This design comes from an exercise in tuning for small area on the open sky130 flow, not from production work. Where RTL was checked, it was by simulation tests only, not by an equivalence proof against the original. For run 3, only the layout was checked, not whether the RTL still works. Power figures rest on the tool's default switching activity, not on a simulated workload.

$ cat config.mk
export PLATFORM = sky130hd
export DESIGN_NAME = alu_seq
export DESIGN_NICKNAME = alu_seq
export VERILOG_FILES = /design/flow/design.v
export SDC_FILE = /design/flow/constraint.sdc
export NUM_CORES = 4
export LEC_CHECK = 0
export CAP_MARGIN = 20
export CORE_MARGIN = 2
export CORE_UTILIZATION = 40
export SLEW_MARGIN = 20
export SYNTH_HIERARCHICAL = 1
$ cat constraint.sdc
create_clock -name core_clock -period 10.0 [get_ports {clk}]
set_input_delay 2.0000 -clock core_clock [delete_from_list [all_inputs] [get_ports {clk}]]
set_output_delay 2.0000 -clock core_clock [all_outputs]
set_load 0.01 [all_outputs]
$ cat standard.sh
#!/bin/bash
# synth_recipe.tcl (not shown) runs the flow's synth.tcl, then flattens the netlist and writes it again
# the make line also repeats each setting of config.mk as NAME=value (left out here)
make -C /OpenROAD-flow-scripts/flow DESIGN_CONFIG=/design/flow/config.mk WORK_HOME=/design/flow/orfs CLKGATE_MAP_FILE= SYNTH_SCRIPT=/design/flow/synth_recipe.tcl "${@:-finish}"
$ cat flow/run.sh
#!/bin/bash
# Layout of alu_seq: the standard flow (standard.sh, all steps unchanged) with two choices
# made through ORFS's own variables:
#  - BUFFER_PORTS_ARGS: the buffer that global placement puts on every input and output port is
#    the smallest buffer cell, sky130_fd_sc_hd__buf_1, in place of the flow's default choice;
#  - CTS_ARGS: clock tree synthesis builds its (balanced H-)tree from clkbuf_4/clkbuf_8 without
#    dummy loads.
# Each tool's output is kept in a log of its own: standard.log here, and ORFS's per-step logs
# under orfs/logs.
set -euo pipefail
export BUFFER_PORTS_ARGS="-buffer_cell sky130_fd_sc_hd__buf_1"
export CTS_ARGS="-sink_clustering_enable -repair_clock_nets -dont_use_dummy_load -buf_list {sky130_fd_sc_hd__clkbuf_4 sky130_fd_sc_hd__clkbuf_8} -root_buf sky130_fd_sc_hd__clkbuf_8 -sink_clustering_size 12 -sink_clustering_max_diameter 60"
bash standard.sh > standard.log 2>&1
$ cat design.v
`default_nettype none
package diablo_alu_pkg;
  localparam int ALU_OP_W = 4;
  typedef enum logic [ALU_OP_W-1:0] {
    ALU_ADD  = 4'd0,
    ALU_SUB  = 4'd1,
    ALU_AND  = 4'd2,
    ALU_OR   = 4'd3,
    ALU_XOR  = 4'd4,
    ALU_SLL  = 4'd5,
    ALU_SRL  = 4'd6,
    ALU_SRA  = 4'd7,
    ALU_SLT  = 4'd8,
    ALU_SLTU = 4'd9,
    ALU_MUL  = 4'd10,
    ALU_DIV  = 4'd11,
    ALU_DIVU = 4'd12,
    ALU_REM  = 4'd13,
    ALU_REMU = 4'd14
  } alu_op_e;
  typedef enum logic [1:0] {
    ST_IDLE = 2'd0,
    ST_BUSY = 2'd1,
    ST_DONE = 2'd2
  } alu_state_e;
  function automatic logic op_is_iter(input alu_op_e op);
    case (op)
      diablo_alu_pkg::ALU_MUL, diablo_alu_pkg::ALU_DIVU, diablo_alu_pkg::ALU_REMU: op_is_iter = 1'b1;
      diablo_alu_pkg::ALU_DIV, diablo_alu_pkg::ALU_REM: op_is_iter = 1'b1;
      default:                     op_is_iter = 1'b0;
    endcase
  endfunction
endpackage
`default_nettype wire
`default_nettype none
module alu_fa (
  input  logic i_a,
  input  logic i_b,
  input  logic i_c,
  output logic o_s,
  output logic o_c
);
  assign o_s = i_a ^ i_b ^ i_c;
  assign o_c = (i_a & i_b) | (i_a & i_c) | (i_b & i_c);
endmodule
module alu_muldiv_iter
#(
  parameter int XLEN = 64
) (
  input  logic [XLEN-1:0] i_acc,
  input  logic            i_bitin,
  input  logic [XLEN-1:0] i_b,
  input  logic            i_c1n,
  input  logic            i_c0n,
  input  logic            i_y64,
  input  logic            i_cin,
  output logic [XLEN:0]   o_sum
);
  logic [XLEN:0] x, y, s0, c0, pa, tc;
  logic [6:0] bc;
  assign x = {i_acc, i_bitin};
  always_comb for (int i = 0; i < XLEN; i++) y[i] = !(i_b[i] ? i_c1n : i_c0n);
  assign y[XLEN] = i_y64;
  assign bc[0] = i_cin;
  alu_fa u_fa0 (.i_a(x[0]), .i_b(y[0]), .i_c(bc[0]), .o_s(s0[0]), .o_c(c0[0]));
  alu_fa u_fa1 (.i_a(x[1]), .i_b(y[1]), .i_c(c0[0]), .o_s(s0[1]), .o_c(c0[1]));
  alu_fa u_fa2 (.i_a(x[2]), .i_b(y[2]), .i_c(c0[1]), .o_s(s0[2]), .o_c(c0[2]));
  alu_fa u_fa3 (.i_a(x[3]), .i_b(y[3]), .i_c(c0[2]), .o_s(s0[3]), .o_c(c0[3]));
  alu_fa u_fa4 (.i_a(x[4]), .i_b(y[4]), .i_c(c0[3]), .o_s(s0[4]), .o_c(c0[4]));
  alu_fa u_fa5 (.i_a(x[5]), .i_b(y[5]), .i_c(c0[4]), .o_s(s0[5]), .o_c(c0[5]));
  alu_fa u_fa6 (.i_a(x[6]), .i_b(y[6]), .i_c(c0[5]), .o_s(s0[6]), .o_c(c0[6]));
  alu_fa u_fa7 (.i_a(x[7]), .i_b(y[7]), .i_c(c0[6]), .o_s(s0[7]), .o_c(c0[7]));
  alu_fa u_fa8 (.i_a(x[8]), .i_b(y[8]), .i_c(c0[7]), .o_s(s0[8]), .o_c(c0[8]));
  alu_fa u_fa9 (.i_a(x[9]), .i_b(y[9]), .i_c(c0[8]), .o_s(s0[9]), .o_c(c0[9]));
  alu_fa u_fa10 (.i_a(x[10]), .i_b(y[10]), .i_c(c0[9]), .o_s(s0[10]), .o_c(c0[10]));
  assign o_sum[10:0] = s0[10:0];
  assign bc[1] = c0[10];
  assign s0[11] = x[11] ^ y[11];
  assign c0[11] = x[11] & y[11];
  alu_fa u_fa12 (.i_a(x[12]), .i_b(y[12]), .i_c(c0[11]), .o_s(s0[12]), .o_c(c0[12]));
  alu_fa u_fa13 (.i_a(x[13]), .i_b(y[13]), .i_c(c0[12]), .o_s(s0[13]), .o_c(c0[13]));
  alu_fa u_fa14 (.i_a(x[14]), .i_b(y[14]), .i_c(c0[13]), .o_s(s0[14]), .o_c(c0[14]));
  alu_fa u_fa15 (.i_a(x[15]), .i_b(y[15]), .i_c(c0[14]), .o_s(s0[15]), .o_c(c0[15]));
  alu_fa u_fa16 (.i_a(x[16]), .i_b(y[16]), .i_c(c0[15]), .o_s(s0[16]), .o_c(c0[16]));
  alu_fa u_fa17 (.i_a(x[17]), .i_b(y[17]), .i_c(c0[16]), .o_s(s0[17]), .o_c(c0[17]));
  alu_fa u_fa18 (.i_a(x[18]), .i_b(y[18]), .i_c(c0[17]), .o_s(s0[18]), .o_c(c0[18]));
  alu_fa u_fa19 (.i_a(x[19]), .i_b(y[19]), .i_c(c0[18]), .o_s(s0[19]), .o_c(c0[19]));
  alu_fa u_fa20 (.i_a(x[20]), .i_b(y[20]), .i_c(c0[19]), .o_s(s0[20]), .o_c(c0[20]));
  alu_fa u_fa21 (.i_a(x[21]), .i_b(y[21]), .i_c(c0[20]), .o_s(s0[21]), .o_c(c0[21]));
  assign pa[21] = &s0[21:11];
  assign o_sum[11] = s0[11] ^ bc[1];
  assign tc[11] = s0[11] & bc[1];
  assign o_sum[12] = s0[12] ^ tc[11];
  assign tc[12] = s0[12] & tc[11];
  assign o_sum[13] = s0[13] ^ tc[12];
  assign tc[13] = s0[13] & tc[12];
  assign o_sum[14] = s0[14] ^ tc[13];
  assign tc[14] = s0[14] & tc[13];
  assign o_sum[15] = s0[15] ^ tc[14];
  assign tc[15] = s0[15] & tc[14];
  assign o_sum[16] = s0[16] ^ tc[15];
  assign tc[16] = s0[16] & tc[15];
  assign o_sum[17] = s0[17] ^ tc[16];
  assign tc[17] = s0[17] & tc[16];
  assign o_sum[18] = s0[18] ^ tc[17];
  assign tc[18] = s0[18] & tc[17];
  assign o_sum[19] = s0[19] ^ tc[18];
  assign tc[19] = s0[19] & tc[18];
  assign o_sum[20] = s0[20] ^ tc[19];
  assign tc[20] = s0[20] & tc[19];
  assign o_sum[21] = s0[21] ^ tc[20];
  assign tc[21] = s0[21] & tc[20];
  assign bc[2] = c0[21] | (bc[1] & pa[21]);
  assign s0[22] = x[22] ^ y[22];
  assign c0[22] = x[22] & y[22];
  alu_fa u_fa23 (.i_a(x[23]), .i_b(y[23]), .i_c(c0[22]), .o_s(s0[23]), .o_c(c0[23]));
  alu_fa u_fa24 (.i_a(x[24]), .i_b(y[24]), .i_c(c0[23]), .o_s(s0[24]), .o_c(c0[24]));
  alu_fa u_fa25 (.i_a(x[25]), .i_b(y[25]), .i_c(c0[24]), .o_s(s0[25]), .o_c(c0[25]));
  alu_fa u_fa26 (.i_a(x[26]), .i_b(y[26]), .i_c(c0[25]), .o_s(s0[26]), .o_c(c0[26]));
  alu_fa u_fa27 (.i_a(x[27]), .i_b(y[27]), .i_c(c0[26]), .o_s(s0[27]), .o_c(c0[27]));
  alu_fa u_fa28 (.i_a(x[28]), .i_b(y[28]), .i_c(c0[27]), .o_s(s0[28]), .o_c(c0[28]));
  alu_fa u_fa29 (.i_a(x[29]), .i_b(y[29]), .i_c(c0[28]), .o_s(s0[29]), .o_c(c0[29]));
  alu_fa u_fa30 (.i_a(x[30]), .i_b(y[30]), .i_c(c0[29]), .o_s(s0[30]), .o_c(c0[30]));
  alu_fa u_fa31 (.i_a(x[31]), .i_b(y[31]), .i_c(c0[30]), .o_s(s0[31]), .o_c(c0[31]));
  alu_fa u_fa32 (.i_a(x[32]), .i_b(y[32]), .i_c(c0[31]), .o_s(s0[32]), .o_c(c0[32]));
  assign pa[32] = &s0[32:22];
  assign o_sum[22] = s0[22] ^ bc[2];
  assign tc[22] = s0[22] & bc[2];
  assign o_sum[23] = s0[23] ^ tc[22];
  assign tc[23] = s0[23] & tc[22];
  assign o_sum[24] = s0[24] ^ tc[23];
  assign tc[24] = s0[24] & tc[23];
  assign o_sum[25] = s0[25] ^ tc[24];
  assign tc[25] = s0[25] & tc[24];
  assign o_sum[26] = s0[26] ^ tc[25];
  assign tc[26] = s0[26] & tc[25];
  assign o_sum[27] = s0[27] ^ tc[26];
  assign tc[27] = s0[27] & tc[26];
  assign o_sum[28] = s0[28] ^ tc[27];
  assign tc[28] = s0[28] & tc[27];
  assign o_sum[29] = s0[29] ^ tc[28];
  assign tc[29] = s0[29] & tc[28];
  assign o_sum[30] = s0[30] ^ tc[29];
  assign tc[30] = s0[30] & tc[29];
  assign o_sum[31] = s0[31] ^ tc[30];
  assign tc[31] = s0[31] & tc[30];
  assign o_sum[32] = s0[32] ^ tc[31];
  assign tc[32] = s0[32] & tc[31];
  assign bc[3] = c0[32] | (bc[2] & pa[32]);
  assign s0[33] = x[33] ^ y[33];
  assign c0[33] = x[33] & y[33];
  alu_fa u_fa34 (.i_a(x[34]), .i_b(y[34]), .i_c(c0[33]), .o_s(s0[34]), .o_c(c0[34]));
  alu_fa u_fa35 (.i_a(x[35]), .i_b(y[35]), .i_c(c0[34]), .o_s(s0[35]), .o_c(c0[35]));
  alu_fa u_fa36 (.i_a(x[36]), .i_b(y[36]), .i_c(c0[35]), .o_s(s0[36]), .o_c(c0[36]));
  alu_fa u_fa37 (.i_a(x[37]), .i_b(y[37]), .i_c(c0[36]), .o_s(s0[37]), .o_c(c0[37]));
  alu_fa u_fa38 (.i_a(x[38]), .i_b(y[38]), .i_c(c0[37]), .o_s(s0[38]), .o_c(c0[38]));
  alu_fa u_fa39 (.i_a(x[39]), .i_b(y[39]), .i_c(c0[38]), .o_s(s0[39]), .o_c(c0[39]));
  alu_fa u_fa40 (.i_a(x[40]), .i_b(y[40]), .i_c(c0[39]), .o_s(s0[40]), .o_c(c0[40]));
  alu_fa u_fa41 (.i_a(x[41]), .i_b(y[41]), .i_c(c0[40]), .o_s(s0[41]), .o_c(c0[41]));
  alu_fa u_fa42 (.i_a(x[42]), .i_b(y[42]), .i_c(c0[41]), .o_s(s0[42]), .o_c(c0[42]));
  alu_fa u_fa43 (.i_a(x[43]), .i_b(y[43]), .i_c(c0[42]), .o_s(s0[43]), .o_c(c0[43]));
  assign pa[43] = &s0[43:33];
  assign o_sum[33] = s0[33] ^ bc[3];
  assign tc[33] = s0[33] & bc[3];
  assign o_sum[34] = s0[34] ^ tc[33];
  assign tc[34] = s0[34] & tc[33];
  assign o_sum[35] = s0[35] ^ tc[34];
  assign tc[35] = s0[35] & tc[34];
  assign o_sum[36] = s0[36] ^ tc[35];
  assign tc[36] = s0[36] & tc[35];
  assign o_sum[37] = s0[37] ^ tc[36];
  assign tc[37] = s0[37] & tc[36];
  assign o_sum[38] = s0[38] ^ tc[37];
  assign tc[38] = s0[38] & tc[37];
  assign o_sum[39] = s0[39] ^ tc[38];
  assign tc[39] = s0[39] & tc[38];
  assign o_sum[40] = s0[40] ^ tc[39];
  assign tc[40] = s0[40] & tc[39];
  assign o_sum[41] = s0[41] ^ tc[40];
  assign tc[41] = s0[41] & tc[40];
  assign o_sum[42] = s0[42] ^ tc[41];
  assign tc[42] = s0[42] & tc[41];
  assign o_sum[43] = s0[43] ^ tc[42];
  assign tc[43] = s0[43] & tc[42];
  assign bc[4] = c0[43] | (bc[3] & pa[43]);
  assign s0[44] = x[44] ^ y[44];
  assign c0[44] = x[44] & y[44];
  alu_fa u_fa45 (.i_a(x[45]), .i_b(y[45]), .i_c(c0[44]), .o_s(s0[45]), .o_c(c0[45]));
  alu_fa u_fa46 (.i_a(x[46]), .i_b(y[46]), .i_c(c0[45]), .o_s(s0[46]), .o_c(c0[46]));
  alu_fa u_fa47 (.i_a(x[47]), .i_b(y[47]), .i_c(c0[46]), .o_s(s0[47]), .o_c(c0[47]));
  alu_fa u_fa48 (.i_a(x[48]), .i_b(y[48]), .i_c(c0[47]), .o_s(s0[48]), .o_c(c0[48]));
  alu_fa u_fa49 (.i_a(x[49]), .i_b(y[49]), .i_c(c0[48]), .o_s(s0[49]), .o_c(c0[49]));
  alu_fa u_fa50 (.i_a(x[50]), .i_b(y[50]), .i_c(c0[49]), .o_s(s0[50]), .o_c(c0[50]));
  alu_fa u_fa51 (.i_a(x[51]), .i_b(y[51]), .i_c(c0[50]), .o_s(s0[51]), .o_c(c0[51]));
  alu_fa u_fa52 (.i_a(x[52]), .i_b(y[52]), .i_c(c0[51]), .o_s(s0[52]), .o_c(c0[52]));
  alu_fa u_fa53 (.i_a(x[53]), .i_b(y[53]), .i_c(c0[52]), .o_s(s0[53]), .o_c(c0[53]));
  alu_fa u_fa54 (.i_a(x[54]), .i_b(y[54]), .i_c(c0[53]), .o_s(s0[54]), .o_c(c0[54]));
  assign pa[54] = &s0[54:44];
  assign o_sum[44] = s0[44] ^ bc[4];
  assign tc[44] = s0[44] & bc[4];
  assign o_sum[45] = s0[45] ^ tc[44];
  assign tc[45] = s0[45] & tc[44];
  assign o_sum[46] = s0[46] ^ tc[45];
  assign tc[46] = s0[46] & tc[45];
  assign o_sum[47] = s0[47] ^ tc[46];
  assign tc[47] = s0[47] & tc[46];
  assign o_sum[48] = s0[48] ^ tc[47];
  assign tc[48] = s0[48] & tc[47];
  assign o_sum[49] = s0[49] ^ tc[48];
  assign tc[49] = s0[49] & tc[48];
  assign o_sum[50] = s0[50] ^ tc[49];
  assign tc[50] = s0[50] & tc[49];
  assign o_sum[51] = s0[51] ^ tc[50];
  assign tc[51] = s0[51] & tc[50];
  assign o_sum[52] = s0[52] ^ tc[51];
  assign tc[52] = s0[52] & tc[51];
  assign o_sum[53] = s0[53] ^ tc[52];
  assign tc[53] = s0[53] & tc[52];
  assign o_sum[54] = s0[54] ^ tc[53];
  assign tc[54] = s0[54] & tc[53];
  assign bc[5] = c0[54] | (bc[4] & pa[54]);
  assign s0[55] = x[55] ^ y[55];
  assign c0[55] = x[55] & y[55];
  alu_fa u_fa56 (.i_a(x[56]), .i_b(y[56]), .i_c(c0[55]), .o_s(s0[56]), .o_c(c0[56]));
  alu_fa u_fa57 (.i_a(x[57]), .i_b(y[57]), .i_c(c0[56]), .o_s(s0[57]), .o_c(c0[57]));
  alu_fa u_fa58 (.i_a(x[58]), .i_b(y[58]), .i_c(c0[57]), .o_s(s0[58]), .o_c(c0[58]));
  alu_fa u_fa59 (.i_a(x[59]), .i_b(y[59]), .i_c(c0[58]), .o_s(s0[59]), .o_c(c0[59]));
  alu_fa u_fa60 (.i_a(x[60]), .i_b(y[60]), .i_c(c0[59]), .o_s(s0[60]), .o_c(c0[60]));
  alu_fa u_fa61 (.i_a(x[61]), .i_b(y[61]), .i_c(c0[60]), .o_s(s0[61]), .o_c(c0[61]));
  alu_fa u_fa62 (.i_a(x[62]), .i_b(y[62]), .i_c(c0[61]), .o_s(s0[62]), .o_c(c0[62]));
  alu_fa u_fa63 (.i_a(x[63]), .i_b(y[63]), .i_c(c0[62]), .o_s(s0[63]), .o_c(c0[63]));
  alu_fa u_fa64 (.i_a(x[64]), .i_b(y[64]), .i_c(c0[63]), .o_s(s0[64]), .o_c(c0[64]));
  assign pa[64] = &s0[64:55];
  assign o_sum[55] = s0[55] ^ bc[5];
  assign tc[55] = s0[55] & bc[5];
  assign o_sum[56] = s0[56] ^ tc[55];
  assign tc[56] = s0[56] & tc[55];
  assign o_sum[57] = s0[57] ^ tc[56];
  assign tc[57] = s0[57] & tc[56];
  assign o_sum[58] = s0[58] ^ tc[57];
  assign tc[58] = s0[58] & tc[57];
  assign o_sum[59] = s0[59] ^ tc[58];
  assign tc[59] = s0[59] & tc[58];
  assign o_sum[60] = s0[60] ^ tc[59];
  assign tc[60] = s0[60] & tc[59];
  assign o_sum[61] = s0[61] ^ tc[60];
  assign tc[61] = s0[61] & tc[60];
  assign o_sum[62] = s0[62] ^ tc[61];
  assign tc[62] = s0[62] & tc[61];
  assign o_sum[63] = s0[63] ^ tc[62];
  assign tc[63] = s0[63] & tc[62];
  assign o_sum[64] = s0[64] ^ tc[63];
  assign tc[64] = s0[64] & tc[63];
  assign bc[6] = c0[64] | (bc[5] & pa[64]);
endmodule
`default_nettype wire
`default_nettype none
module alu_seq
#(
  parameter int XLEN = 64
) (
  input  logic            clk,
  input  logic            rst_n,
  input  logic            in_valid,
  output logic            in_ready,
  input  logic [diablo_alu_pkg::ALU_OP_W-1:0] in_op,
  input  logic [XLEN-1:0] in_a,
  input  logic [XLEN-1:0] in_b,
  output logic            out_valid,
  input  logic            out_ready,
  output logic [XLEN-1:0] out_result,
  output logic            out_err
);
  localparam int SHW = $clog2(XLEN);
  localparam logic [1:0] S_PRE = 2'd0, S_P0 = 2'd1, S_P1 = 2'd2, S_P2 = 2'd3;
  logic            r_ov;
  logic [1:0]      r_st;
  logic [SHW-1:0]  r_k;
  logic            r_abit;
  logic            r_lt;
  logic            r_pbit;
  logic [XLEN-1:0] r_acc;
  logic [XLEN-1:0] r_q;
  logic            r_psgn;
  logic            r_f1;
  logic            r_f2;
  logic [3:0]      r_op;
  logic            r_a63;
  logic            r_b63;
  diablo_alu_pkg::alu_op_e w_op;
  logic w_p0, w_p1, w_p2, w_first, w_lastk, w_last, w_done;
  logic w_add, w_sub_op, w_logic, w_shift, w_mul, w_cmp, w_isdiv, w_two;
  logic w_signed, w_rem, w_sa, w_bn, w_negq, w_e, w_e63, w_sub, w_bk, w_diff, w_lt, w_lbit;
  logic [SHW-1:0]  w_kn;
  logic            w_knl, w_hold;
  logic            w_bitin, w_yen, w_yinv, w_y64, w_cin;
  logic [XLEN:0]   w_sum;
  assign w_op     = diablo_alu_pkg::alu_op_e'(r_op);
  assign w_add    = (w_op == diablo_alu_pkg::ALU_ADD);
  assign w_sub_op = (w_op == diablo_alu_pkg::ALU_SUB);
  assign w_logic  = (w_op == diablo_alu_pkg::ALU_AND) || (w_op == diablo_alu_pkg::ALU_OR) ||
                    (w_op == diablo_alu_pkg::ALU_XOR);
  assign w_shift  = (w_op == diablo_alu_pkg::ALU_SLL) || (w_op == diablo_alu_pkg::ALU_SRL) ||
                    (w_op == diablo_alu_pkg::ALU_SRA);
  assign w_cmp    = (w_op == diablo_alu_pkg::ALU_SLT) || (w_op == diablo_alu_pkg::ALU_SLTU);
  assign w_mul    = (w_op == diablo_alu_pkg::ALU_MUL);
  assign w_isdiv  = diablo_alu_pkg::op_is_iter(w_op) && !w_mul;
  assign w_two    = w_logic || w_cmp || w_shift;
  assign w_signed = (w_op == diablo_alu_pkg::ALU_DIV) || (w_op == diablo_alu_pkg::ALU_REM);
  assign w_rem    = (w_op == diablo_alu_pkg::ALU_REM) || (w_op == diablo_alu_pkg::ALU_REMU);
  assign w_sa     = w_signed && r_a63;
  assign w_bn     = w_signed && r_b63;
  assign w_p0     = (r_st == S_P0);
  assign w_p1     = (r_st == S_P1);
  assign w_p2     = (r_st == S_P2);
  assign w_first  = (r_k == SHW'(XLEN-1));
  assign w_lastk  = (r_k == '0);
  assign w_last   = w_p2 || (w_p1 && w_two) || (w_p0 && !w_two && !w_isdiv);
  assign w_done   = w_last && w_lastk;
  assign in_ready = !r_ov && (w_done || !in_valid);
  assign out_valid  = r_ov;
  assign out_result = r_acc;
  assign out_err    = (r_op == 4'd15);
  assign w_kn  = (r_st == S_PRE) ? SHW'(XLEN-1) : (r_k - 1'b1);
  assign w_knl = (r_st != S_PRE) && !w_lastk && (r_lt || (r_k == in_b[SHW-1:0]));
  always_ff @(posedge clk) begin
    r_abit <= ((in_op == 4'd6 || in_op == 4'd7) && w_knl) ? ((in_op == 4'd7) && in_a[XLEN-1]) : in_a[w_kn];
    r_lt   <= w_knl;
  end
  assign w_bk   = r_acc[XLEN-1];
  always_comb begin
    case (w_op)
      diablo_alu_pkg::ALU_AND: w_lbit = r_abit & w_bk;
      diablo_alu_pkg::ALU_OR:  w_lbit = r_abit | w_bk;
      default:                 w_lbit = r_abit ^ w_bk;
    endcase
  end
  assign w_lt = (w_op == diablo_alu_pkg::ALU_SLT && (r_a63 ^ r_b63)) ? r_a63 : r_psgn;
  assign w_e63  = ((&r_acc) && r_psgn) || (r_f2 && r_pbit);
  assign w_e    = w_sa && r_f2;
  assign w_negq = (w_sa ^ w_bn) && !r_f1;
  assign w_sub  = w_p1 ? !r_psgn : (w_sa && r_psgn);
  always_comb begin
    w_bitin = 1'b0;
    w_yen   = 1'b0;
    w_yinv  = 1'b0;
    w_y64   = 1'b0;
    w_cin   = 1'b0;
    case (r_st)
      S_P0: begin
        if (w_add || w_sub_op || w_shift || w_cmp) w_bitin = r_abit;
        if (w_add || w_sub_op || w_logic || w_cmp) w_yen = w_lastk;
        if (w_sub_op || w_cmp) begin
          w_yinv = w_lastk;
          w_cin  = w_lastk;
        end
        if (w_cmp) w_y64 = !r_acc[XLEN-1];
        if (w_mul) w_yen = r_abit;
      end
      S_P1: begin
        if (w_shift && w_op != diablo_alu_pkg::ALU_SLL) w_bitin = r_acc[XLEN-1];
        if (w_logic) w_bitin = w_lbit;
        if (w_cmp)   w_bitin = w_lastk && w_lt;
        if (w_isdiv) begin
          w_bitin = r_abit ^ w_sa;
          w_yen   = 1'b1;
          w_yinv  = w_sub ^ w_bn;
          w_cin   = w_sub ^ w_bn;
          w_y64   = w_sub;
        end
      end
      S_P2: begin
        if (!w_rem) begin
          w_bitin = r_q[XLEN-1] ^ w_negq;
          w_cin   = w_lastk && (w_e ^ w_negq);
        end else begin
          w_bitin = r_acc[XLEN-1] ^ w_sa;
          w_yen   = w_lastk && (w_e ^ r_psgn);
          w_yinv  = w_lastk && (w_e ^ r_psgn) && (w_sub ^ w_bn);
          w_cin   = w_lastk && (w_e ^ r_psgn) && (w_sub ^ w_bn);
        end
      end
      default: ;
    endcase
  end
  alu_muldiv_iter #(
    .XLEN (XLEN)
  ) u_dp (
    .i_acc  (r_acc),
    .i_bitin(w_bitin),
    .i_b    (in_b),
    .i_c1n  (!(w_yen ^ w_yinv)),
    .i_c0n  (!w_yinv),
    .i_y64  (w_y64),
    .i_cin  (w_cin),
    .o_sum  (w_sum)
  );
  always_ff @(posedge clk or negedge rst_n) begin
    if (!rst_n) begin
      r_ov <= 1'b0;
      r_st <= S_PRE;
    end else begin
      if (r_ov) begin
        if (out_ready) r_ov <= 1'b0;
      end else if (in_valid && w_done) begin
        r_ov <= 1'b1;
      end
      if (r_ov || !in_valid || w_done)    r_st <= S_PRE;
      else if (r_st == S_PRE || w_lastk)  r_st <= r_st + 1'b1;
    end
  end
  always_ff @(posedge clk) begin
    r_k    <= w_kn;
    r_pbit <= w_bitin;
    r_q    <= {r_q[XLEN-2:0], !w_sum[XLEN]};
    if (w_p0) r_psgn <= w_cmp && w_sum[XLEN];
    if (w_p1 && w_isdiv) r_psgn <= w_sum[XLEN];
  end
  assign w_hold = w_p1 && w_shift && ((w_op == diablo_alu_pkg::ALU_SLL) ? !r_lt : r_lt);
  always_ff @(posedge clk) begin
    if (!r_ov && !w_hold) r_acc <= w_sum[XLEN-1:0];
    if (!r_ov) r_op <= in_op;
    r_a63 <= in_a[XLEN-1];
    r_b63 <= in_b[XLEN-1];
  end
  always_ff @(posedge clk) begin
    if (w_p1) begin
      if (w_first) r_f1 <= !w_sum[XLEN];
      r_f2 <= !w_first && (((&r_acc) && r_psgn) || (r_f2 && r_pbit));
    end else if (w_p2 && w_first) begin
      r_f2 <= w_e63;
    end
  end
endmodule
`default_nettype wire
==> results.sh, run 1 <==
export IMPL_whs_path_cells=0
export IMPL_vias=5751
export IMPL_hold_path_startpoint="r_q[34]"
export IMPL_final_nets=1091
export IMPL_timing_fmax_mhz=106
export IMPL_crit_path_start_kind="flop"
export IMPL_syn_area_sq_um=8320
export IMPL_critical_path_top_cell_by_count="ha_1"
export IMPL_synth_top_cell_area_share=0.256
export IMPL_clock_path_buffers=2
export IMPL_count_of_non_filler_cells_in_the_finished_layout=1102
export IMPL_critical_path_peak_fanout=63
export IMPL_drc_errors=0
export IMPL_min_delay_path_class="flop to flop"
export IMPL_gp_routability_congestion=0.821
export IMPL_finalCritPeriodShare=0.946
export IMPL_clkPwrFrac=0.155
export IMPL_synth_warnings=9
export IMPL_postRouteWirelength_microns=20100
export IMPL_timing_final_max_slew_violations=0
export IMPL_worst_r2r_cell_count=35
export IMPL_drt_iter0_markers=221
export IMPL_insertion_delay_ns=0.44
export IMPL_maximum_number_of_pins_on_one_net_before_global_route_repair=65
export IMPL_vias_per_cell=5.22
export IMPL_ys_top_cells_by_count="dfxtp_1 (75), mux2i_1 (72), edfxtp_1 (71)"
export IMPL_cts_hold_buf=0
export IMPL_via_count_of_the_first_global_routing_pass=5962
export IMPL_tritoncts_num_sinks=149
export IMPL_number_of_nets_still_failing_antenna_checks_after_routing=0
export IMPL_cts_buffers_inserted=17
export IMPL_p_int_uw=1360
export IMPL_coreArea_sq_um=20300
export IMPL_postCtsSetupRepairBufs=0
export IMPL_crit_path_top_delay_cell="fa_1"
export IMPL_portBuffers=202
export IMPL_dr_pass1_iters=8
export IMPL_crit_path_capture_type="flop"
export IMPL_floorplan_rows=52
export IMPL_clockRootBuffer="clkbuf_8"
export IMPL_synth_enable_flop_cells=71
export IMPL_syn_nets=903
export IMPL_antenna_found_initial=1
export IMPL_postSynthAreaPerCell_sq_um=12.9
export IMPL_peak_ir_drop_on_the_vdd_network_mv=0.106
export IMPL_routedWlPerCell_microns=18.3
export IMPL_detailed_place_hpwl_microns=15700
export IMPL_rsz0062_at_grt="no"
export IMPL_area_growth_syn_to_layout_pct=14.8
export IMPL_powerDensity_nw_per_um2=227
export IMPL_dieArea_sq_um=22000
export IMPL_r2r_start="r_k[0]"
export IMPL_sequential_power_share=0.512
export IMPL_critPathRequiredTime_ns=10.18
export IMPL_whs_endpoint="r_q[35]"
export IMPL_finalSetupViolations=0
export IMPL_outcome="timing/DRC/antenna clean"
export IMPL_critical_path_max_stage_delay_ns=0.51
export IMPL_dpl_cells=1079
export IMPL_max_capacitance_violation_count=0
export IMPL_timing_critical_path_max_delay_family="adder cells"
export IMPL_dominant_cell_by_count_in_the_synthesized_netlist="dfxtp_1"
export IMPL_reg2reg_to="r_psgn"
export IMPL_gr_usage_all_layers=0.190
export IMPL_design_portCount=203
export IMPL_clkSlewWorstSetupHoldPaths_ns=0.08
export IMPL_start_util=0.410
export IMPL_seq_area_frac_synth=0.446
export IMPL_first_pass_grt_wire_length_microns=32100
export IMPL_synth_area_leader_cell="edfxtp_1"
export IMPL_ffs_w_async_s_r_synth=0.0201
export IMPL_ys_flop_type="dfxtp_1"
export IMPL_global_route_overflow_total=0
export IMPL_netSwitchingPower_uw=807
export IMPL_ys_types=67
export IMPL_postSynthCellCount=645
export IMPL_postSynthRegisterBits=149
export IMPL_drive_above_1_share=0.0650
export IMPL_switching_share=0.373
export IMPL_tritoncts="built"
export IMPL_setup_tns_final_ns=0
export IMPL_finalClockSkew_ns=0.0222
export IMPL_critPathKind="flop to flop"
export IMPL_critPathArrivalTime_ns=9.64
export IMPL_die_x_microns=148
export IMPL_finalWorstPathRequiredPeriod_ns=9.46
export IMPL_chipHeight_microns=148
export IMPL_hold_violations=0
export IMPL_ctsResizeCount=0
export IMPL_reg2reg_slack_ns=0.54
export IMPL_yosys_top_cells_area="edfxtp_1 (26%), dfxtp_1 (18%), fa_1 (14%)"
export IMPL_timing_slew_headroom=0.402
export IMPL_worst_slew_pin_transition_ns=0.896
export IMPL_cp_num_buf_inv=3
export IMPL_combinationalPowerShare=0.333
export IMPL_cellLeakagePower_uw=0.00413
export IMPL_ctsHtreeMaxLevel=4
## power by group through the flow
stage	Clock, uW	Sequential (uW)	Combinational [uW]
floorplan	0	1110	437
global placement	0	1130	716
detailed placement	0	1120	721
CTS	353	1120	729
global route	375	1140	811
finish	336	1110	722
## layout make-up
class | count | area (sq um)
Fill cell | 1933 | 10800
Multi-Input combinational cell | 433 | 4330
Sequential cell | 149 | 3710
Timing Repair Buffer | 213 | 866
Tap cell | 270 | 338
Clock buffer | 17 | 234
Inverter | 19 | 71.3
Antenna cell | 1 | 2.50
## Yosys stat by module, one instance, submodules excluded, excerpt
| module | flip-flops and latches | cells | area [sq um] | copies in the design |
|---|---|---|---|---|
| alu_seq | 149 | 415 | 5480 | 1 |
| alu_fa | 0 | 1 | 20.0 | 60 |
## through the flow
stage	hold slack, ns	setup WS, ns	utilization	instance area (sq um)	power [uW]
6_report	0.312	0.537	0.470	9550	2170
3_3_place_gp	0.311	0.407	0.457	9270	1840
3_5_place_dp	0.312	0.245	0.457	9270	1850
2_1_floorplan	0.310	0.879	-	8320	1550
4_1_cts	0.316	0.466	0.468	9510	2200
5_1_grt	0.319	0.0183	0.470	9540	2330
## cell usage in the layout, fill, tap and decap left out, types with 12 or more instances in the layout
cell        n
xor2_1     15
inv_1      18
nand2_1    28
mux2i_1    72
fa_1       60
ha_1       62
clkbuf_8   17
edfxtp_1   71
nand4_1    27
o21ai_0    13
a21oi_1    12
dfxtp_1    75
buf_1     202
nor2_1     15
## kinds of logic (layout without fill, tap and decap cells)
family                   count (synthesis)  count (layout)  synth area share
AO/OA/AOI/OAI                           87              87            0.0748
XOR/XNOR                                24              24            0.0271
adder cells (fa/ha/maj)                122             122             0.238
flip-flops                             149             149             0.446
multiplexers                            82              82             0.102
buffers and inverters                   63             249            0.0363
other                                    0               1                 0
AND/OR/NAND/NOR                        118             118            0.0761
## registers in the layout, indices dropped and copies added, names as in the netlist
signal	count
r_a63	1
r_pbit	1
r_abit	1
r_acc	64
r_b63	1
r_f2	1
r_k	6
r_ov	1
r_op	4
r_st	2
r_q	64
r_f1	1
r_psgn	1
r_lt	1
## how the worst max path moves through the flow
| stage | startpoint | endpoint | slack [ns] | cells after the start |
|---|---|---|---|---|
| floorplan | in_b[0] | r_psgn | 0.88 | 28 |
| finish | r_k[0] | r_psgn | 0.54 | 35 |
| detailed placement | in_b[0] | r_psgn | 0.25 | 29 |
| global placement | in_b[0] | r_psgn | 0.41 | 29 |
| CTS | r_op[2] | r_psgn | 0.47 | 34 |
| global route | r_k[0] | r_psgn | 0.02 | 35 |
## worst register-to-register path: cells and delay by family (launching register included)
family,cells,cell delay (ns)
multiplexers,1,0.18
AO/OA/AOI/OAI,4,0.93
buffers and inverters,3,0.44
adder cells (fa/ha/maj),21,6.08
flip-flops,1,0.32
XOR/XNOR,1,0.15
AND/OR/NAND/NOR,5,1.10
## metal layers
metal / wire length (microns) / track usage
met3: 1380 / 0.0546
met1: 8720 / 0.241
met2: 9810 / 0.320
met4: 221 / 0.0500
met5: 0 / 0
==> inputs of run 2 (changes only) <==
--- a/config.mk
+++ b/config.mk
@@ -5,6 +5,7 @@
 export SDC_FILE = /design/flow/constraint.sdc
 export NUM_CORES = 4
 export LEC_CHECK = 0
+export ABC_AREA = 1
 export CAP_MARGIN = 20
 export CORE_MARGIN = 2
 export CORE_UTILIZATION = 40
==> run 2 against run 1 <==
- cell count grew 22%
- clock power is essentially flat
- non-clock buffer count shrank 5
- synthesized cell count grew 37%
- worst setup slack gained 0.23 ns
- count of clock-buffer cells in the layout is the same
- flip-flop and latch count is the same
- maximum frequency grew 2.4%
- total power grew 0.19%
- critical endpoint unchanged
- largest power group unchanged
==> results.sh, run 2 <==
export IMPL_cp_num_buf_inv=4
export IMPL_syn_nets=1143
export IMPL_worst_slew_pin_transition_ns=0.866
export IMPL_dieArea_sq_um=22600
export IMPL_reg2reg_to="r_psgn"
export IMPL_tritoncts_num_sinks=149
export IMPL_vias_per_cell=4.80
export IMPL_postSynthAreaPerCell_sq_um=9.70
export IMPL_ffs_w_async_s_r_synth=0.0201
export IMPL_finalSetupViolations=0
export IMPL_start_util=0.408
export IMPL_first_pass_grt_wire_length_microns=31600
export IMPL_critical_path_max_stage_delay_ns=0.47
export IMPL_area_growth_syn_to_layout_pct=13.5
export IMPL_design_portCount=203
export IMPL_peak_ir_drop_on_the_vdd_network_mv=0.167
export IMPL_critPathArrivalTime_ns=9.43
export IMPL_largestRegisters="r_acc: 64 flops, r_q: 64 flops, r_k: 6 flops"
export IMPL_hold_violations=0
export IMPL_ctsHtreeMaxLevel=4
export IMPL_global_route_overflow_total=0
export IMPL_critical_path_top_cell_by_count="fa_1"
export IMPL_number_of_nets_still_failing_antenna_checks_after_routing=0
export IMPL_finish_instance_area_sq_um=9740
export IMPL_detailed_place_hpwl_microns=15600
export IMPL_powerDensity_nw_per_um2=223
export IMPL_drc_errors=0
export IMPL_placedInstanceArea_sq_um=9500
export IMPL_postSynthCellCount=885
export IMPL_setup_tns_final_ns=0
export IMPL_crit_path_capture_type="flop"
export IMPL_chipHeight_microns=150
export IMPL_floorplan_rows=53
export IMPL_min_delay_path_class="flop to flop"
export IMPL_timing_fmax_mhz=108
export IMPL_clkSlewWorstSetupHoldPaths_ns=0.07
export IMPL_seq_area_frac_synth=0.432
export IMPL_final_nets=1331
export IMPL_drt_iter0_markers=315
export IMPL_ctsResizeCount=0
export IMPL_routedWlPerCell_microns=14.6
export IMPL_worst_r2r_cell_count=48
export IMPL_synth_top_cell_area_share=0.248
export IMPL_antenna_found_initial=2
export IMPL_reg2reg_slack_ns=0.76
export IMPL_postSynthRegisterBits=149
export IMPL_postCtsSetupRepairBufs=0
export IMPL_clock_path_buffers=2
export IMPL_critical_path_peak_fanout=14
export IMPL_whs_path_cells=0
export IMPL_critPathRequiredTime_ns=10.19
export IMPL_synth_warnings=9
export IMPL_die_x_microns=150
export IMPL_tritoncts="built"
export IMPL_portBuffers=202
export IMPL_crit_path_start_kind="flop"
export IMPL_layout_filler_cells=2024
export IMPL_finalWorstPathRequiredPeriod_ns=9.24
export IMPL_timing_final_max_slew_violations=0
export IMPL_r2r_start="r_k[0]"
export IMPL_coreArea_sq_um=21000
export IMPL_max_capacitance_violation_count=0
export IMPL_critPathKind="flop to flop"
export IMPL_clockRootBuffer="clkbuf_8"
export IMPL_rsz0062_at_grt="no"
export IMPL_via_count_of_the_first_global_routing_pass=6205
export IMPL_finalCritPeriodShare=0.924
export IMPL_gp_routability_congestion=0.838
export IMPL_outcome="timing/DRC/antenna clean"
export IMPL_cellLeakagePower_uw=0.00448
export IMPL_cts_hold_buf=0
export IMPL_ys_flop_type="dfxtp_1"
export IMPL_cts_buffers_inserted=17
export IMPL_postRouteWirelength_microns=19600
export IMPL_layout_common_cells="buf_1 (202), nand2_1 (194), inv_1 (86)"
export IMPL_fin_util=0.463
export IMPL_timing_slew_headroom=0.423
export IMPL_final_common_cell="buf_1"
export IMPL_syn_area_sq_um=8580
export IMPL_insertion_delay_ns=0.45
export IMPL_hold_path_startpoint="r_q[40]"
export IMPL_crit_path_top_delay_cell="fa_1"
export IMPL_drive_above_1_share=0.0523
export IMPL_dr_pass1_iters=5
export IMPL_vias=6472
export IMPL_gr_usage_all_layers=0.181
export IMPL_ys_types=41
export IMPL_synth_enable_flop_cells=71
export IMPL_whs_endpoint="r_q[41]"
export IMPL_finalClockSkew_ns=0.0342
export IMPL_ys_top_cells_by_count="nand2_1 (194), inv_1 (86), nand3_1 (77)"
export IMPL_yosys_top_cells_area="edfxtp_1 (25%), dfxtp_1 (17%), fa_1 (14%)"
export IMPL_timing_critical_path_max_delay_family="adder cells"
export IMPL_synth_area_leader_cell="edfxtp_1"
export IMPL_maximum_number_of_pins_on_one_net_before_global_route_repair=65
export IMPL_dominant_cell_by_count_in_the_synthesized_netlist="nand2_1"
## run 2: changes by cell type after synthesis, sizes merged, moves of 6 or more
cell,change
buf,+7
mux2i,-72
o21ai,+64
clkbuf,-12
nand3,+72
xnor2,-6
mux2,-9
nand2,+176
xor2,-9
nor2,+33
inv,+78
o22ai,-7
## run 2: routing by layer
metal,part of all wire,track usage
met3,0.057,0.0421
met2,0.44,0.265
met5,0.00041,0
met4,0.014,0.0538
met1,0.49,0.267
## run 2: worst max-delay path by stage
| stage | start | endpoint | depth (start not counted) |
|---|---|---|---|
| global placement | in_b[0] | r_psgn | 36 |
| detailed placement | in_b[0] | r_psgn | 36 |
| global route | r_k[0] | r_psgn | 48 |
| finish | r_k[0] | r_psgn | 48 |
| floorplan | in_b[0] | r_psgn | 35 |
| CTS | r_k[0] | r_psgn | 48 |
## run 2: cells by family (layout without fill, tap and decap cells)
logic type,after synthesis,in the layout,share of synthesized area
xor+xnor,9,9,0.00918
flops,149,149,0.432
other cells,0,3,0
simple gates,375,375,0.199
buf+inv,138,324,0.0743
fa+ha+maj,122,122,0.230
compound gates,92,92,0.0554
## run 2: layout make-up
class                      instances  area, sq um  area share
tap                              275          344      0.0353
clock buffer                      17          234      0.0240
multi-input combinational        598         4250       0.437
sequential                       149         3710       0.381
timing repair buffer             208          816      0.0838
inverter                          99          377      0.0387
antenna                            3         7.51    0.000771
## run 2: where the power goes
| group | total, uW | leakage, uW | internal (uW) | switching (uW) |
|---|---|---|---|---|
| sequential | 1080 | 0.00147 | 902 | 178 |
| combinational | 752 | 0.00288 | 271 | 481 |
| clock | 337 | 0.000122 | 150 | 187 |
| total | 2170 | 0.00448 | 1320 | 846 |
## run 2: through the flow
| stage | total power, uW | setup slack, ns | hold WS (ns) | instances |
|---|---|---|---|---|
| after floorplan | 1600 | 1.06 | 0.310 | 885 |
| after global placement | 1840 | 0.514 | 0.311 | 1329 |
| after detailed placement | 1840 | 0.442 | 0.312 | 1329 |
| after CTS | 2190 | 0.735 | 0.319 | 1346 |
| after global routing | 2350 | 0.0530 | 0.327 | 1346 |
| final | 2170 | 0.762 | 0.317 | 1349 |
## run 2: modules after synthesis (local to each module, per instance), a selection
module / times used / cells
alu_seq: 1 / 575
alu_fa: 60 / 1
==> inputs of run 3 (changes only) <==
--- a/design.v
+++ b/design.v
@@ -278,12 +278,11 @@
   logic [SHW-1:0]  r_k;
   logic            r_abit;
   logic            r_lt;
-  logic            r_pbit;
   logic [XLEN-1:0] r_acc;
   logic [XLEN-1:0] r_q;
   logic            r_psgn;
   logic            r_f1;
-  logic            r_f2;
+  logic            r_h;
   logic [3:0]      r_op;
   logic            r_a63;
   logic            r_b63;
@@ -336,8 +335,8 @@
     endcase
   end
   assign w_lt = (w_op == diablo_alu_pkg::ALU_SLT && (r_a63 ^ r_b63)) ? r_a63 : r_psgn;
-  assign w_e63  = ((&r_acc) && r_psgn) || (r_f2 && r_pbit);
-  assign w_e    = w_sa && r_f2;
+  assign w_e63  = ((&r_acc) && r_psgn) || r_h;
+  assign w_e    = w_sa && r_h;
   assign w_negq = (w_sa ^ w_bn) && !r_f1;
   assign w_sub  = w_p1 ? !r_psgn : (w_sa && r_psgn);
   always_comb begin
@@ -411,7 +410,6 @@
   end
   always_ff @(posedge clk) begin
     r_k    <= w_kn;
-    r_pbit <= w_bitin;
     r_q    <= {r_q[XLEN-2:0], !w_sum[XLEN]};
     if (w_p0) r_psgn <= w_cmp && w_sum[XLEN];
     if (w_p1 && w_isdiv) r_psgn <= w_sum[XLEN];
@@ -426,9 +424,9 @@
   always_ff @(posedge clk) begin
     if (w_p1) begin
       if (w_first) r_f1 <= !w_sum[XLEN];
-      r_f2 <= !w_first && (((&r_acc) && r_psgn) || (r_f2 && r_pbit));
+      r_h <= !w_first && w_e63 && w_bitin;
     end else if (w_p2 && w_first) begin
-      r_f2 <= w_e63;
+      r_h <= w_e63;
     end
   end
 endmodule
--- a/config.mk
+++ b/config.mk
@@ -5,7 +5,6 @@
 export SDC_FILE = /design/flow/constraint.sdc
 export NUM_CORES = 4
 export LEC_CHECK = 0
-export ABC_AREA = 1
 export CAP_MARGIN = 20
 export CORE_MARGIN = 2
 export CORE_UTILIZATION = 40
==> run 3 against run 2 <==
- still clean on timing, DRC and antenna
- flip-flop and latch count decreased by 1
- global-route usage up 0.94 points
- combinational power decreased by 2%
- via count decreased by 8.2%
- clock power about the same
- non-clock buffer count rose by 8
- area after synthesis is 0.32% higher
- sequential power rose by 4%
- hold slack worse by 0.013 ns
- sequential share of layout area shrank 0.35 points
- critical endpoint unchanged
==> results.sh, run 3 <==
export IMPL_outcome="timing/DRC/antenna clean"
export IMPL_yosys_top_cells_area="edfxtp_1 (25%), dfxtp_1 (17%), fa_1 (14%)"
export IMPL_critPathRequiredTime_ns=10.17
export IMPL_tritoncts_num_sinks=148
export IMPL_antenna_found_initial=0
export IMPL_routedWlPerCell_microns=18.7
export IMPL_ff_latch_area_sq_um=3690
export IMPL_drive_above_1_share=0.0656
export IMPL_synth_area_leader_cell="edfxtp_1"
export IMPL_cts_buffers_inserted=17
export IMPL_ffs_w_async_s_r_synth=0.0203
export IMPL_clock_path_buffers=2
export IMPL_postSynthCellCount=668
export IMPL_ys_flop_type="dfxtp_1"
export IMPL_critPathArrivalTime_ns=9.58
export IMPL_worst_setup_margin_ns=0.591
export IMPL_postSynthAreaPerCell_sq_um=12.9
export IMPL_critical_path_max_stage_delay_ns=0.76
export IMPL_cellLeakagePower_uw=0.00421
export IMPL_first_pass_grt_wire_length_microns=32700
export IMPL_finalSetupViolations=0
export IMPL_via_count_of_the_first_global_routing_pass=6017
export IMPL_syn_nets=926
export IMPL_portBuffers=202
export IMPL_global_route_overflow_total=0
export IMPL_multi_input_comb_area_sq_um=4560
export IMPL_syn_area_sq_um=8610
export IMPL_insertion_delay_ns=0.44
export IMPL_drt_iter0_markers=251
export IMPL_critical_path_peak_fanout=27
export IMPL_timing_slew_headroom=0.410
export IMPL_synth_warnings=9
export IMPL_ctsHtreeMaxLevel=4
export IMPL_min_delay_path_class="flop to flop"
export IMPL_seq_area_frac_synth=0.428
export IMPL_die_x_microns=151
export IMPL_layout_common_cells="buf_1 (202), mux2i_1 (81), dfxtp_1 (74)"
export IMPL_gp_routability_congestion=0.823
export IMPL_finalCritPeriodShare=0.941
export IMPL_place_ws_ns=0.287
export IMPL_ys_top_cells_by_count="mux2i_1 (81), dfxtp_1 (74), edfxtp_1 (71)"
export IMPL_area_growth_syn_to_layout_pct=13.5
export IMPL_timing_final_max_slew_violations=0
export IMPL_rsz0062_at_grt="no"
export IMPL_powerDensity_nw_per_um2=224
export IMPL_peak_ir_drop_on_the_vdd_network_mv=0.0889
export IMPL_final_nets=1114
export IMPL_cts_hold_buf=0
export IMPL_setup_tns_final_ns=0
export IMPL_largestRegisters="r_acc: 64 flops, r_q: 64 flops, r_k: 6 flops"
export IMPL_maximum_number_of_pins_on_one_net_before_global_route_repair=65
export IMPL_vias=5940
export IMPL_tritoncts="built"
export IMPL_critPathKind="flop to flop"
export IMPL_number_of_nets_still_failing_antenna_checks_after_routing=0
export IMPL_ys_types=73
export IMPL_start_util=0.408
export IMPL_dieArea_sq_um=22700
export IMPL_crit_path_start_kind="flop"
export IMPL_timing_fmax_mhz=106
export IMPL_detailed_place_hpwl_microns=16300
export IMPL_synth_top_cell_area_share=0.248
export IMPL_dr_pass1_iters=4
export IMPL_postSynthRegisterBits=148
export IMPL_drc_errors=0
export IMPL_dominant_cell_by_count_in_the_synthesized_netlist="mux2i_1"
export IMPL_final_common_cell="buf_1"
export IMPL_ant_diodes=0
export IMPL_crit_path_capture_type="flop"
export IMPL_design_portCount=203
export IMPL_clockRootBuffer="clkbuf_8"
export IMPL_layout_filler_cells=2003
export IMPL_synth_enable_flop_cells=71
export IMPL_hold_violations=0
export IMPL_max_capacitance_violation_count=0
export IMPL_finalWorstPathRequiredPeriod_ns=9.41
export IMPL_worst_slew_pin_transition_ns=0.885
export IMPL_coreArea_sq_um=21100
export IMPL_vias_per_cell=5.26
export IMPL_finalClockSkew_ns=0.0412
export IMPL_crit_path_top_delay_cell="edfxtp_1"
export IMPL_postRouteWirelength_microns=21100
export IMPL_clkSlewWorstSetupHoldPaths_ns=0.08
export IMPL_floorplan_rows=53
export IMPL_gr_usage_all_layers=0.190
export IMPL_chipHeight_microns=151
run 3: changes by cell type after synthesis, sizes merged, moves of 11 or more:
cell	previous run	this run
inv	97	20
mux2i	0	81
nand2	204	21
nand3	80	14
nor2	49	15
nor2b	0	11
o21ai	78	12
run 3: timing repair:
item | in CTS | in global routing
setup endpoints to repair | 0 | 1
buffers inserted | 0 | 0
resized for setup | 0 | 1
run 3: where the power goes:
group / switching [uW] / internal (uW) / total (uW)
registers: 207 / 913 / 1120
clock network: 189 / 150 / 339
logic: 420 / 316 / 735
total: 816 / 1380 / 2190
run 3: cell families (layout without fill, tap and decap cells):
logic type / Yosys count / after routing / synth area share
flops: 148 / 148 / 0.428
mux: 89 / 89 / 0.113
compound gates: 83 / 83 / 0.0700
simple gates: 138 / 138 / 0.0920
buf+inv: 67 / 253 / 0.0450
fa+ha+maj: 122 / 122 / 0.230
xor+xnor: 21 / 21 / 0.0222
run 3: layer usage:
metal | vias up | track usage | share of wire
met5 | - | 0 | 0
met4 | 0 | 0.0421 | 0.011
met3 | 14 | 0.0476 | 0.062
met2 | 193 | 0.308 | 0.48
met1 | 2904 | 0.260 | 0.44
li1 | 2829 | - | -
run 3: path summary, 6_finish.rpt:
kind                       cells after the start    start  endpoint  slack (ns)
max reg2reg                                   34  r_op[0]    r_psgn        0.59
min reg2reg                                    0  r_q[30]   r_q[31]        0.30
min                                            0  r_q[30]   r_q[31]        0.30
max in group asynchronous                      1    rst_n   r_st[0]        8.44
max                                           34  r_op[0]    r_psgn        0.59
min in group asynchronous                      1    rst_n      r_ov        1.40
run 3: cell type report:
type / count / share of cell area
multi-input combinational: 453 / 0.466
clock buffer: 17 / 0.0239
tap: 275 / 0.0352
sequential: 148 / 0.377
inverter: 20 / 0.00768
timing repair buffer: 216 / 0.0896
run 3: worst max-delay path, delay by kind of cell, from the launching register on:
family / cells / cell delay, ns
buffers and inverters: 2 / 0.41
AO/OA/AOI/OAI: 7 / 1.45
multiplexers: 1 / 0.13
adder cells (fa/ha/maj): 20 / 5.87
AND/OR/NAND/NOR: 3 / 0.37
XOR/XNOR: 1 / 0.16
flip-flops: 1 / 0.76
run 3: Yosys stat by module, one instance, submodules excluded, excerpt:
module / area, sq um / times used / cells inside / flops+latches
alu_seq: 5780 / 1 / 438 / 148
alu_fa: 20.0 / 60 / 1 / 0
run 3: stage by stage:
stage          power (uW)  instance area (sq um)  std cells  utilization  hold slack (ns)
6_report             2190                   9780       1129        0.464            0.303
3_3_place_gp         1870                   9540       1112        0.452            0.311
2_1_floorplan        1580                   8610        668            -            0.310
5_1_grt              2360                   9780       1129        0.464            0.308
4_1_cts              2230                   9770       1129        0.464            0.301
3_5_place_dp         1870                   9540       1112        0.452            0.312
==> inputs of run 4 (changes only) <==
--- a/design.v
+++ b/design.v
@@ -278,11 +278,12 @@
   logic [SHW-1:0]  r_k;
   logic            r_abit;
   logic            r_lt;
+  logic            r_pbit;
   logic [XLEN-1:0] r_acc;
   logic [XLEN-1:0] r_q;
   logic            r_psgn;
   logic            r_f1;
-  logic            r_h;
+  logic            r_f2;
   logic [3:0]      r_op;
   logic            r_a63;
   logic            r_b63;
@@ -335,8 +336,8 @@
     endcase
   end
   assign w_lt = (w_op == diablo_alu_pkg::ALU_SLT && (r_a63 ^ r_b63)) ? r_a63 : r_psgn;
-  assign w_e63  = ((&r_acc) && r_psgn) || r_h;
-  assign w_e    = w_sa && r_h;
+  assign w_e63  = ((&r_acc) && r_psgn) || (r_f2 && r_pbit);
+  assign w_e    = w_sa && r_f2;
   assign w_negq = (w_sa ^ w_bn) && !r_f1;
   assign w_sub  = w_p1 ? !r_psgn : (w_sa && r_psgn);
   always_comb begin
@@ -410,6 +411,7 @@
   end
   always_ff @(posedge clk) begin
     r_k    <= w_kn;
+    r_pbit <= w_bitin;
     r_q    <= {r_q[XLEN-2:0], !w_sum[XLEN]};
     if (w_p0) r_psgn <= w_cmp && w_sum[XLEN];
     if (w_p1 && w_isdiv) r_psgn <= w_sum[XLEN];
@@ -424,9 +426,9 @@
   always_ff @(posedge clk) begin
     if (w_p1) begin
       if (w_first) r_f1 <= !w_sum[XLEN];
-      r_h <= !w_first && w_e63 && w_bitin;
+      r_f2 <= !w_first && (((&r_acc) && r_psgn) || (r_f2 && r_pbit));
     end else if (w_p2 && w_first) begin
-      r_h <= w_e63;
+      r_f2 <= w_e63;
     end
   end
 endmodule
--- a/flow/run.sh
+++ b/flow/run.sh
@@ -9,5 +9,5 @@
 # under orfs/logs.
 set -euo pipefail
 export BUFFER_PORTS_ARGS="-buffer_cell sky130_fd_sc_hd__buf_1"
-export CTS_ARGS="-sink_clustering_enable -repair_clock_nets -dont_use_dummy_load -buf_list {sky130_fd_sc_hd__clkbuf_4 sky130_fd_sc_hd__clkbuf_8} -root_buf sky130_fd_sc_hd__clkbuf_8 -sink_clustering_size 12 -sink_clustering_max_diameter 60"
+export CTS_ARGS="-sink_clustering_enable -repair_clock_nets -dont_use_dummy_load -buf_list {sky130_fd_sc_hd__clkbuf_4 sky130_fd_sc_hd__clkbuf_8} -root_buf sky130_fd_sc_hd__clkbuf_4 -sink_clustering_size 12 -sink_clustering_max_diameter 60"
 bash standard.sh > standard.log 2>&1
==> run 4 against run 3 <==
- still clean
- critical path depth up 1
- synthesized cell count down 3.4%
- sequential power about the same
- die area down 3.4%
- count of clock-buffer cells in the layout unchanged
- area after synthesis down 3.4%
- first-iteration DRC count down 11%
- clock power down 2%
- critical endpoint unchanged
- largest power group unchanged
==> results.sh, run 4 <==
export IMPL_syn_area_sq_um=8320
export IMPL_chipHeight_microns=148
export IMPL_final_common_cell="buf_1"
export IMPL_cts_buffers_inserted=17
export IMPL_outcome="timing/DRC/antenna clean"
export IMPL_drive_above_1_share=0.0650
export IMPL_postSynthRegisterBits=149
export IMPL_clkSlewWorstSetupHoldPaths_ns=0.08
export IMPL_design_portCount=203
export IMPL_dr_pass1_iters=5
export IMPL_area_growth_syn_to_layout_pct=14.8
export IMPL_postSynthAreaPerCell_sq_um=12.9
export IMPL_gp_routability_congestion=0.821
export IMPL_synth_enable_flop_cells=71
export IMPL_timing_fmax_mhz=106
export IMPL_ctsHtreeMaxLevel=4
export IMPL_ys_top_cells_by_count="dfxtp_1 (75), mux2i_1 (72), edfxtp_1 (71)"
export IMPL_rsz0062_at_grt="no"
export IMPL_peak_ir_drop_on_the_vdd_network_mv=0.105
export IMPL_crit_path_start_kind="flop"
export IMPL_critPathRequiredTime_ns=10.32
export IMPL_vias_per_cell=5.21
export IMPL_critPathArrivalTime_ns=9.78
export IMPL_floorplan_rows=52
export IMPL_finalSetupViolations=0
export IMPL_crit_path_top_delay_cell="fa_1"
export IMPL_worst_slew_pin_transition_ns=0.896
export IMPL_portBuffers=202
export IMPL_start_util=0.410
export IMPL_cp_num_buf_inv=3
export IMPL_detailed_place_hpwl_microns=15700
export IMPL_timing_slew_headroom=0.403
export IMPL_critPathKind="flop to flop"
export IMPL_powerDensity_nw_per_um2=226
export IMPL_critical_path_max_stage_delay_ns=0.51
export IMPL_ys_flop_type="dfxtp_1"
export IMPL_global_route_overflow_total=0
export IMPL_die_x_microns=148
export IMPL_critical_path_top_cell_by_count="ha_1"
export IMPL_vias=5754
export IMPL_ffs_w_async_s_r_synth=0.0201
export IMPL_tritoncts="built"
export IMPL_dominant_cell_by_count_in_the_synthesized_netlist="dfxtp_1"
export IMPL_synth_warnings=9
export IMPL_first_pass_grt_wire_length_microns=32100
export IMPL_dieArea_sq_um=22000
export IMPL_maximum_number_of_pins_on_one_net_before_global_route_repair=65
export IMPL_finish_instance_area_sq_um=9550
export IMPL_final_nets=1091
export IMPL_synth_top_cell_area_share=0.256
export IMPL_crit_path_capture_type="flop"
export IMPL_antenna_found_initial=2
export IMPL_tritoncts_num_sinks=149
export IMPL_seq_area_frac_synth=0.446
export IMPL_cellLeakagePower_uw=0.00413
export IMPL_ys_types=67
export IMPL_number_of_nets_still_failing_antenna_checks_after_routing=0
export IMPL_min_delay_path_class="flop to flop"
export IMPL_critical_path_peak_fanout=63
export IMPL_postRouteWirelength_microns=20100
export IMPL_max_capacitance_violation_count=0
export IMPL_placedInstanceArea_sq_um=9270
export IMPL_gr_usage_all_layers=0.190
export IMPL_postSynthCellCount=645
export IMPL_synth_area_leader_cell="edfxtp_1"
export IMPL_finalClockSkew_ns=0.0225
export IMPL_layout_common_cells="buf_1 (202), dfxtp_1 (75), mux2i_1 (72)"
export IMPL_insertion_delay_ns=0.58
export IMPL_routedWlPerCell_microns=18.2
export IMPL_clockRootBuffer="clkbuf_4"
export IMPL_via_count_of_the_first_global_routing_pass=5962
export IMPL_largestRegisters="r_acc: 64 flops, r_q: 64 flops, r_k: 6 flops"
export IMPL_finalWorstPathRequiredPeriod_ns=9.46
export IMPL_hold_ws_ns=0.313
export IMPL_drc_errors=0
export IMPL_syn_nets=903
export IMPL_timing_final_max_slew_violations=0
export IMPL_multi_input_comb_area_sq_um=4330
export IMPL_clock_path_buffers=2
export IMPL_layout_filler_cells=1935
export IMPL_hold_violations=0
export IMPL_timing_critical_path_max_delay_family="adder cells"
export IMPL_drt_iter0_markers=223
export IMPL_setup_tns_final_ns=0
export IMPL_finalCritPeriodShare=0.946
export IMPL_ff_latch_area_sq_um=3710
export IMPL_coreArea_sq_um=20300
export IMPL_yosys_top_cells_area="edfxtp_1 (26%), dfxtp_1 (18%), fa_1 (14%)"
## run 4: logic make-up after synthesis
logic type / count (synthesis) / share of synthesized area
AO/OA/AOI/OAI: 87 / 0.0748
multiplexers: 82 / 0.102
XOR/XNOR: 24 / 0.0271
flip-flops: 149 / 0.446
buffers and inverters: 63 / 0.0363
AND/OR/NAND/NOR: 118 / 0.0761
adder cells (fa/ha/maj): 122 / 0.238
## run 4: layout make-up
class,count,share of cell area
tap,270,0.0354
multi-input combinational,433,0.453
timing repair buffer,213,0.0907
inverter,19,0.00747
antenna,3,0.000786
sequential,149,0.389
clock buffer,17,0.0239
## run 4: worst paths after layout
path | slack [ns] | depth (start not counted) | endpoint | from
worst min-delay path | 0.31 | 0 | r_q[35] | r_q[34]
worst max register to register | 0.54 | 35 | r_psgn | r_k[0]
worst max-delay path | 0.54 | 35 | r_psgn | r_k[0]
worst min register to register | 0.31 | 0 | r_q[35] | r_q[34]
max in group asynchronous | 8.63 | 1 | r_st[0] | rst_n
min in group asynchronous | 1.22 | 1 | r_ov | rst_n
## run 4: stage by stage
stage / total power, uW / worst slack (ns) / std cells / util
floorplan: 1550 / 0.879 / 645 / -
global placement: 1840 / 0.407 / 1079 / 0.457
detailed placement: 1850 / 0.245 / 1079 / 0.457
CTS: 2190 / 0.465 / 1096 / 0.468
global route: 2320 / 0.0180 / 1103 / 0.470
finish: 2160 / 0.537 / 1104 / 0.470
## run 4: Yosys stat by module, one instance, submodules excluded, excerpt
| module | flops+latches | cell area, sq um | copies in the design | cells |
|---|---|---|---|---|
| alu_fa | 0 | 20.0 | 60 | 1 |
| alu_seq | 149 | 5480 | 1 | 415 |
## run 4: timing repair
item | 4_1_cts | 5_1_grt
resized for setup | 0 | 0
endpoints found under the hold margin | 0 | 0
hold buffers | 0 | 0
setup buffers | 0 | 5
endpoints found under the setup margin | 0 | 1
## run 4: per-layer routing
layer  wire length, microns  track usage  share of wire
met1                   8710        0.241           0.43
met5                      0            0              0
met3                   1400       0.0546          0.070
met2                   9810        0.320           0.49
met4                    200       0.0500         0.0099
## run 4: power by group
| part | total, uW | leakage (uW) | internal, uW | switching (uW) |
|---|---|---|---|---|
| logic | 721 | 0.00254 | 296 | 425 |
| registers | 1110 | 0.00146 | 911 | 196 |
| clock network | 331 | 0.000120 | 144 | 187 |
| total | 2160 | 0.00413 | 1350 | 807 |
==> inputs of run 5 (changes only) <==
--- a/flow/run.sh
+++ b/flow/run.sh
@@ -9,5 +9,5 @@
 # under orfs/logs.
 set -euo pipefail
 export BUFFER_PORTS_ARGS="-buffer_cell sky130_fd_sc_hd__buf_1"
-export CTS_ARGS="-sink_clustering_enable -repair_clock_nets -dont_use_dummy_load -buf_list {sky130_fd_sc_hd__clkbuf_4 sky130_fd_sc_hd__clkbuf_8} -root_buf sky130_fd_sc_hd__clkbuf_4 -sink_clustering_size 12 -sink_clustering_max_diameter 60"
+export CTS_ARGS="-sink_clustering_enable -repair_clock_nets -dont_use_dummy_load -buf_list {sky130_fd_sc_hd__clkbuf_4 sky130_fd_sc_hd__clkbuf_8} -root_buf sky130_fd_sc_hd__clkbuf_8 -tree_buf sky130_fd_sc_hd__clkbuf_4 -sink_clustering_size 12 -sink_clustering_max_diameter 60"
 bash standard.sh > standard.log 2>&1
==> run 5 against run 4 <==
- first-iteration DRC count increased by 2.2%
- cell count decreased by 0.18%
- sequential power about the same
- sequential share of layout area increased by 0.38 points
- combinational power about the same
- global-route usage decreased by 0.073 points
- flip-flop and latch count unchanged
- utilization decreased by 0.46 points
- routed wire length about the same
- non-clock buffer count unchanged
- hold slack got worse by 0.0062 ns
- largest cell class unchanged
- highest routed layer unchanged
==> results.sh, run 5 <==
export IMPL_outcome="timing/DRC/antenna clean"
export IMPL_clock_path_buffers=2
export IMPL_timing_critical_path_max_delay_family="adder cells"
export IMPL_portBuffers=202
export IMPL_dr_pass1_iters=4
export IMPL_vias_per_cell=5.21
export IMPL_postRouteWirelength_microns=20100
export IMPL_crit_path_top_delay_cell="edfxtp_1"
export IMPL_synth_enable_flop_cells=71
export IMPL_ctsHtreeMaxLevel=4
export IMPL_critPathRequiredTime_ns=10.15
export IMPL_critical_path_peak_fanout=15
export IMPL_start_util=0.410
export IMPL_number_of_nets_still_failing_antenna_checks_after_routing=0
export IMPL_ys_flop_type="dfxtp_1"
export IMPL_synth_top_cell_area_share=0.256
export IMPL_synth_area_leader_cell="edfxtp_1"
export IMPL_worst_setup_margin_ns=0.580
export IMPL_finalCritPeriodShare=0.942
export IMPL_fin_util=0.466
export IMPL_crit_path_start_kind="flop"
export IMPL_yosys_top_cells_area="edfxtp_1 (26%), dfxtp_1 (18%), fa_1 (14%)"
export IMPL_rsz0062_at_grt="no"
export IMPL_count_of_non_filler_cells_in_the_finished_layout=1102
export IMPL_design_portCount=203
export IMPL_clkSlewWorstSetupHoldPaths_ns=0.12
export IMPL_hold_ws_ns=0.307
export IMPL_largestRegisters="r_acc: 64 flops, r_q: 64 flops, r_k: 6 flops"
export IMPL_peak_ir_drop_on_the_vdd_network_mv=0.105
export IMPL_layout_common_cells="buf_1 (202), dfxtp_1 (75), mux2i_1 (72)"
export IMPL_timing_fmax_mhz=106
export IMPL_place_ws_ns=0.245
export IMPL_max_capacitance_violation_count=0
export IMPL_timing_slew_headroom=0.399
export IMPL_seq_area_frac_synth=0.446
export IMPL_finalWorstPathRequiredPeriod_ns=9.42
export IMPL_reg2reg_to="r_psgn"
export IMPL_vias=5737
export IMPL_maximum_number_of_pins_on_one_net_before_global_route_repair=65
export IMPL_ffs_w_async_s_r_synth=0.0201
export IMPL_syn_area_sq_um=8320
export IMPL_detailed_place_hpwl_microns=15700
export IMPL_dieArea_sq_um=22000
export IMPL_critical_path_max_stage_delay_ns=0.61
export IMPL_cp_num_buf_inv=1
export IMPL_drt_iter0_markers=228
export IMPL_postSynthCellCount=645
export IMPL_floorplan_rows=52
export IMPL_drc_errors=0
==> run 5: modules after synthesis, one instance, submodules excluded, a selection <==
module	area, sq um	flops+latches
alu_seq	5480	149
alu_fa	20.0	0
==> run 5: layer usage <==
metal  vias up  track usage  routed length, microns
li1       2732            -                       -
met1      2789        0.240                    8820
met2       200        0.320                    9710
met3        16       0.0555                    1410
met4         0       0.0443                     200
met5         -            0                       0
==> run 5: how the worst min path moves through the flow <==
| stage | start | cells after the start | to | slack, ns |
|---|---|---|---|---|
| 2_1_floorplan | r_q[9] | 0 | r_q[10] | 0.31 |
| 3_3_place_gp | r_q[56] | 0 | r_q[57] | 0.31 |
| 3_5_place_dp | r_q[44] | 0 | r_q[45] | 0.31 |
| 4_1_cts | r_q[34] | 0 | r_q[35] | 0.31 |
| 5_1_grt | r_q[16] | 0 | r_q[17] | 0.32 |
| 6_report | r_q[34] | 0 | r_q[35] | 0.31 |
==> run 5: logic make-up after synthesis <==
group	Yosys count	synth area share
simple gates	118	0.0761
mux	82	0.102
flops	149	0.446
compound gates	87	0.0748
xor+xnor	24	0.0271
buf+inv	63	0.0363
fa+ha+maj	122	0.238
==> run 5: metrics by stage <==
step,total power (uW),cell area (sq um)
floorplan,1550,8320
global placement,1840,9270
detailed placement,1850,9270
CTS,2120,9410
global route,2250,9450
finish,2090,9450
==> run 5: repair_timing <==
item,4_1_cts,5_1_grt
resized for setup,0,1
buffers inserted,0,5
setup endpoints to repair,0,1
==> run 5: layout make-up <==
type / count / area, sq um
antenna: 1 / 2.50
clock buffer: 17 / 134
fill: 1928 / 10800
inverter: 19 / 71.3
multi-input combinational: 433 / 4330
sequential: 149 / 3710
tap: 270 / 338
timing repair buffer: 213 / 866
==> run 5: power by group <==
part / switching, uW / internal (uW)
Combinational: 425 / 296
Sequential: 197 / 910
Clock: 176 / 83.6
==> run 5: worst reg2reg max path, delay by kind of cell, from the launching register on <==
kind	cells	cell delay, ns
AND/OR/NAND/NOR	4	0.52
AO/OA/AOI/OAI	6	1.32
adder cells (fa/ha/maj)	20	6.05
buffers and inverters	1	0.08
flip-flops	1	0.61
multiplexers	1	0.18
XOR/XNOR	2	0.41

Re-timed with assumed drivers on the ports (clkbuf_16 on the clock, buf_2 on other inputs), run 5 has 0.580 ns of setup slack against 0.580 ns with ideal ports, and 0.310 ns once port delays also move by the mid clock arrival of 0.446 ns.
